This is an optimization exercise on Yosys and OpenROAD, whose aim is small area, not a production implementation. In this exercise RTL edits were held to simulation tests only and were not proved equivalent to the original. The flow treats the clock pin as an ideal source, which a real chip does not have. Power is estimated from default activity; no workload was simulated.

==> try-cedar: inputs <==
## regfile_mp
module regfile_mp
#(
    parameter int DATA_WIDTH    = regfile_pkg::DEF_DATA_WIDTH,
    parameter int ADDRESS_WIDTH = regfile_pkg::DEF_ADDRESS_WIDTH,
    parameter int NUM_REGS      = regfile_pkg::DEF_NUM_REGS,
    parameter int NUM_RD_PORTS  = regfile_pkg::DEF_NUM_RD_PORTS,
    parameter int NUM_WR_PORTS  = regfile_pkg::DEF_NUM_WR_PORTS
) (
    input  logic                                        clk,
    input  logic                                        rst,
    input  logic [NUM_RD_PORTS-1:0][ADDRESS_WIDTH-1:0]  rg_rd_addr,
    output logic [NUM_RD_PORTS-1:0][DATA_WIDTH-1:0]     rg_rd_data,
    output logic [NUM_RD_PORTS-1:0]                     rg_rd_busy,
    input  logic [NUM_WR_PORTS-1:0]                     rg_wrt_en,
    input  logic [NUM_WR_PORTS-1:0][ADDRESS_WIDTH-1:0]  rg_wrt_dest,
    input  logic [NUM_WR_PORTS-1:0][DATA_WIDTH-1:0]     rg_wrt_data,
    input  logic                                        sb_set_en,
  ...
==> module regfile_rbit, before the edit <==
module regfile_rbit #(
    parameter int N = 31
) (
    input  logic [N-1:0] sel,
    input  logic [N-1:0] d,
    output logic         y
);
    assign y = |(sel & d);
endmodule
clock: 8.0 ns
lec_check: 0
cap_margin: 20
core_margin: 2
core_utilization: 40
cts_buf_list: sky130_fd_sc_hd__clkbuf_16
cts_cluster_diameter: 100
cts_cluster_size: 25
place_density: 0.55
slew_margin: 20
synth_hierarchical: 1
standard.sh (not shown) runs the stock make flow with config.mk's settings and CLKGATE_MAP_FILE= SYNTH_SCRIPT=/design/flow/synth_recipe.tcl, a recipe that flattens the netlist after the stock synthesis.
==> flow/flow/run.sh <==
#!/bin/bash
# The standard layout (the standard.sh) with two changes: the port buffers are
# made from the smallest buffer cell, and a222oi cells, whose pins are hard to reach
# on met1, are added to the platform's don't-use list (synthesis and layout).
set -euo pipefail
DONT_USE="sky130_fd_sc_hd__probe_p_8 sky130_fd_sc_hd__probec_p_8 sky130_fd_sc_hd__lpflow_bleeder_1 sky130_fd_sc_hd__lpflow_clkbufkapwr_1 sky130_fd_sc_hd__lpflow_clkbufkapwr_16 sky130_fd_sc_hd__lpflow_clkbufkapwr_2 sky130_fd_sc_hd__lpflow_clkbufkapwr_4 sky130_fd_sc_hd__lpflow_clkbufkapwr_8 sky130_fd_sc_hd__lpflow_clkinvkapwr_1 sky130_fd_sc_hd__lpflow_clkinvkapwr_16 sky130_fd_sc_hd__lpflow_clkinvkapwr_2 sky130_fd_sc_hd__lpflow_clkinvkapwr_4 sky130_fd_sc_hd__lpflow_clkinvkapwr_8 sky130_fd_sc_hd__lpflow_decapkapwr_12 sky130_fd_sc_hd__lpflow_decapkapwr_3 sky130_fd_sc_hd__lpflow_decapkapwr_4 sky130_fd_sc_hd__lpflow_decapkapwr_6 sky130_fd_sc_hd__lpflow_decapkapwr_8 sky130_fd_sc_hd__lpflow_inputiso0n_1 sky130_fd_sc_hd__lpflow_inputiso0p_1 sky130_fd_sc_hd__lpflow_inputiso1n_1 sky130_fd_sc_hd__lpflow_inputiso1p_1 sky130_fd_sc_hd__lpflow_inputisolatch_1 sky130_fd_sc_hd__lpflow_isobufsrc_1 sky130_fd_sc_hd__lpflow_isobufsrc_16 sky130_fd_sc_hd__lpflow_isobufsrc_2 sky130_fd_sc_hd__lpflow_isobufsrc_4 sky130_fd_sc_hd__lpflow_isobufsrc_8 sky130_fd_sc_hd__lpflow_isobufsrckapwr_16 sky130_fd_sc_hd__lpflow_lsbuf_lh_hl_isowell_tap_1 sky130_fd_sc_hd__lpflow_lsbuf_lh_hl_isowell_tap_2 sky130_fd_sc_hd__lpflow_lsbuf_lh_hl_isowell_tap_4 sky130_fd_sc_hd__lpflow_lsbuf_lh_isowell_4 sky130_fd_sc_hd__lpflow_lsbuf_lh_isowell_tap_1 sky130_fd_sc_hd__lpflow_lsbuf_lh_isowell_tap_2 sky130_fd_sc_hd__lpflow_lsbuf_lh_isowell_tap_4 sky130_fd_sc_hd__a222oi_1"
bash standard.sh "BUFFER_PORTS_ARGS=-buffer_cell sky130_fd_sc_hd__buf_1" \
  "DONT_USE_CELLS=$DONT_USE" finish > standard_flow.log 2>&1
==> try-pepper: changes against try-cedar <==
--- a/flow/design.v
+++ b/flow/design.v
@@ -51,4 +51,19 @@
     assign y = (s0 & d0) | (s1 & d1) | (h & q);
 endmodule
+module regfile_ao3 (
+    input  logic [2:0] s,
+    input  logic [2:0] d,
+    output logic       yn
+);
+    assign yn = !(|(s & d));
+endmodule
+module regfile_nand_n #(
+    parameter int N = 11
+) (
+    input  logic [N-1:0] n,
+    output logic         y
+);
+    assign y = !(&n);
+endmodule
 module regfile_rbit #(
     parameter int N = 31
@@ -58,5 +73,21 @@
     output logic         y
 );
-    assign y = |(sel & d);
+    localparam int NG = N / 3;
+    localparam int NT = NG + ((N % 3 != 0) ? 1 : 0);
+    logic [NT-1:0] part_n;
+    for (genvar g = 0; g < NG; g++) begin : g_grp
+        regfile_ao3 u_ao3 (
+            .s  (sel[3*g +: 3]),
+            .d  (d[3*g +: 3]),
+            .yn (part_n[g])
+        );
+    end
+    if (N % 3 != 0) begin : g_rest
+        assign part_n[NG] = !(|(sel[N-1:3*NG] & d[N-1:3*NG]));
+    end
+    regfile_nand_n #(.N(NT)) u_or (
+        .n (part_n),
+        .y (y)
+    );
 endmodule
 module regfile_mp
==> flow/flow/run.sh (replaced) <==
#!/bin/bash
# The standard layout (the standard.sh, unchanged synthesis), with the port
# buffers made from buf_2 (which drives the wide input fanouts without extra
# buffers), and padding around a222oi cells in
# every detailed placement (flow/pad.tcl, sourced before detailed placement, CTS
# and global routing).
set -euo pipefail
PAD="$(pwd)/flow/pad.tcl"
bash standard.sh "BUFFER_PORTS_ARGS=-buffer_cell sky130_fd_sc_hd__buf_2" \
  "PRE_DETAIL_PLACE_TCL=$PAD" "PRE_CTS_TCL=$PAD" "PRE_GLOBAL_ROUTE_TCL=$PAD" \
  finish > standard_flow.log 2>&1
==> flow/flow/pad.tcl (new file) <==
# Keep one free site on each side of every a222oi cell, whose pins are hard to reach
# on met1 when it abuts other cells.
set_placement_padding -masters sky130_fd_sc_hd__a222oi_1 -left 1 -right 1
- CORE_UTILIZATION: 40 -> 50
- CTS_CLUSTER_DIAMETER: 100 -> 80
- CTS_CLUSTER_SIZE: 25 -> 22
- PLACE_DENSITY: 0.55 -> 0.6
==> try-garnet: changes against try-cedar <==
--- a/flow/design.v
+++ b/flow/design.v
@@ -51,4 +51,19 @@
     assign y = (s0 & d0) | (s1 & d1) | (h & q);
 endmodule
+module regfile_ao3 (
+    input  logic [2:0] s,
+    input  logic [2:0] d,
+    output logic       yn
+);
+    assign yn = !(|(s & d));
+endmodule
+module regfile_nand_n #(
+    parameter int N = 11
+) (
+    input  logic [N-1:0] n,
+    output logic         y
+);
+    assign y = !(&n);
+endmodule
 module regfile_rbit #(
     parameter int N = 31
@@ -58,5 +73,21 @@
     output logic         y
 );
-    assign y = |(sel & d);
+    localparam int NG = N / 3;
+    localparam int NT = NG + ((N % 3 != 0) ? 1 : 0);
+    logic [NT-1:0] part_n;
+    for (genvar g = 0; g < NG; g++) begin : g_grp
+        regfile_ao3 u_ao3 (
+            .s  (sel[3*g +: 3]),
+            .d  (d[3*g +: 3]),
+            .yn (part_n[g])
+        );
+    end
+    if (N % 3 != 0) begin : g_rest
+        assign part_n[NG] = !(|(sel[N-1:3*NG] & d[N-1:3*NG]));
+    end
+    regfile_nand_n #(.N(NT)) u_or (
+        .n (part_n),
+        .y (y)
+    );
 endmodule
 module regfile_mp
==> flow/flow/run.sh (replaced) <==
#!/bin/bash
# The standard layout (the standard.sh, unchanged synthesis), with the port
# buffers made from the smallest buffer cell, and padding around a222oi cells in
# every detailed placement (flow/pad.tcl, sourced before detailed placement, CTS
# and global routing).
set -euo pipefail
PAD="$(pwd)/flow/pad.tcl"
bash standard.sh "BUFFER_PORTS_ARGS=-buffer_cell sky130_fd_sc_hd__buf_1" \
  "PRE_DETAIL_PLACE_TCL=$PAD" "PRE_CTS_TCL=$PAD" "PRE_GLOBAL_ROUTE_TCL=$PAD" \
  finish > standard_flow.log 2>&1
==> flow/flow/pad.tcl (new file) <==
# Keep one free site on each side of every a222oi cell, whose pins are hard to reach
# on met1 when it abuts other cells.
set_placement_padding -masters sky130_fd_sc_hd__a222oi_1 -left 1 -right 1
- PLACE_DENSITY: 0.55 -> 0.5
==> qor summary <==
| metric | try-cedar | try-garnet | try-pepper |
|---|---|---|---|
| Result of the run | no timing/DRC/antenna violations | no timing/DRC/antenna violations | no timing/DRC/antenna violations |
| Proportion of layout cells with a drive suffix above 1 | 8.49% | 8.92% | 10.5% |
| Cell with the most instances on the worst path | sky130_fd_sc_hd__buf_1 | sky130_fd_sc_hd__buf_1 | sky130_fd_sc_hd__buf_2 |
| CP startpoint | rg_rd_addr[6] | rg_rd_addr[4] | rg_rd_addr[4] |
| Reg power frac | 56.7% | 57.2% | 56.8% |
| Switching power total | 0.00462 W | 0.00439 W | 0.00437 W |
| Worst setup endpoint | rg_rd_data[44] | rg_rd_data[5] | rg_rd_data[0] |
| Vias in the first global route | 53100 | 47700 | 48100 |
| Tightest Pin Transition | 1.42 ns | 1.26 ns | 1.29 ns |
| CP arrival | 5.32 ns | 5.37 ns | 5.23 ns |
| RD Place Congestion | 1.02 | 1.01 | 1.01 |
| First-pass GRT wire length | 426 mm | 365 mm | 344 mm |
| TritonCTS buffer count | 50 | 49 | 55 |
| Power per standard cell area | 241 nW/um2 | 254 nW/um2 | 259 nW/um2 |
| Most common cell after layout, fill and taps aside | sky130_fd_sc_hd__nand2_1 | sky130_fd_sc_hd__a222oi_1 | sky130_fd_sc_hd__a222oi_1 |
| Growth of design area from synthesis to finish | 13.6% | 13.5% | 11.9% |
| Area used by multi-input combinational logic | 28400 um2 | 21600 um2 | 21600 um2 |
| Comb group | 0.00270 W | 0.00264 W | 0.00263 W |
| Static Leak | 22.6 nW | 23.6 nW | 23.8 nW |
| Die ar. | 126000 um2 | 118000 um2 | 94800 um2 |
| Register fraction of the total cell area | 38.2% | 40.9% | 41.4% |
| Via count | 59600 | 52000 | 52400 |
| Maximum vdd drop | 0.200 mV | 0.232 mV | 0.195 mV |
| Vias per Instance | 7.41 | 8.00 | 8.63 |
| Delay of the slowest critical-path stage | 1.05 ns | 1.01 ns | 1.10 ns |
| HPWL after detailed placement | 188 mm | 155 mm | 141 mm |

-- re-timing with driven ports --
Ports are ideal in the flow. The routed layouts listed here were re-timed in OpenROAD. Step 1: set_driving_cell puts a clkbuf_16 on clk and a buf_2 on each other input, an assumption about the parent block. Step 2, shift: input delay + t, output delay - t, t = (earliest + latest rising clock arrival at the registers) / 2. This alone moves slack from input paths to output paths. Three values: ideal ports, drivers, drivers and shift; two values: the first two.
run	t (ns)	slack for setup (ns)	worst register clock-pin slew, ns	worst data-port slew with drivers (ns)	pins driven straight from the clock port
try-cedar	0.818	1.078 / 1.046 / 1.046	0.12 / 0.12	0.32	1
try-pepper	0.794	1.168 / 1.144 / 1.144	0.11 / 0.11	0.10	1
try-garnet	0.786	1.031 / 1.003 / 1.003	0.12 / 0.12	0.18	1
After both steps setup and hold are still met in every run listed. The setup slack of try-cedar, which loses most, moves by -0.032 ns with the drivers and by -0.032 ns with both steps.
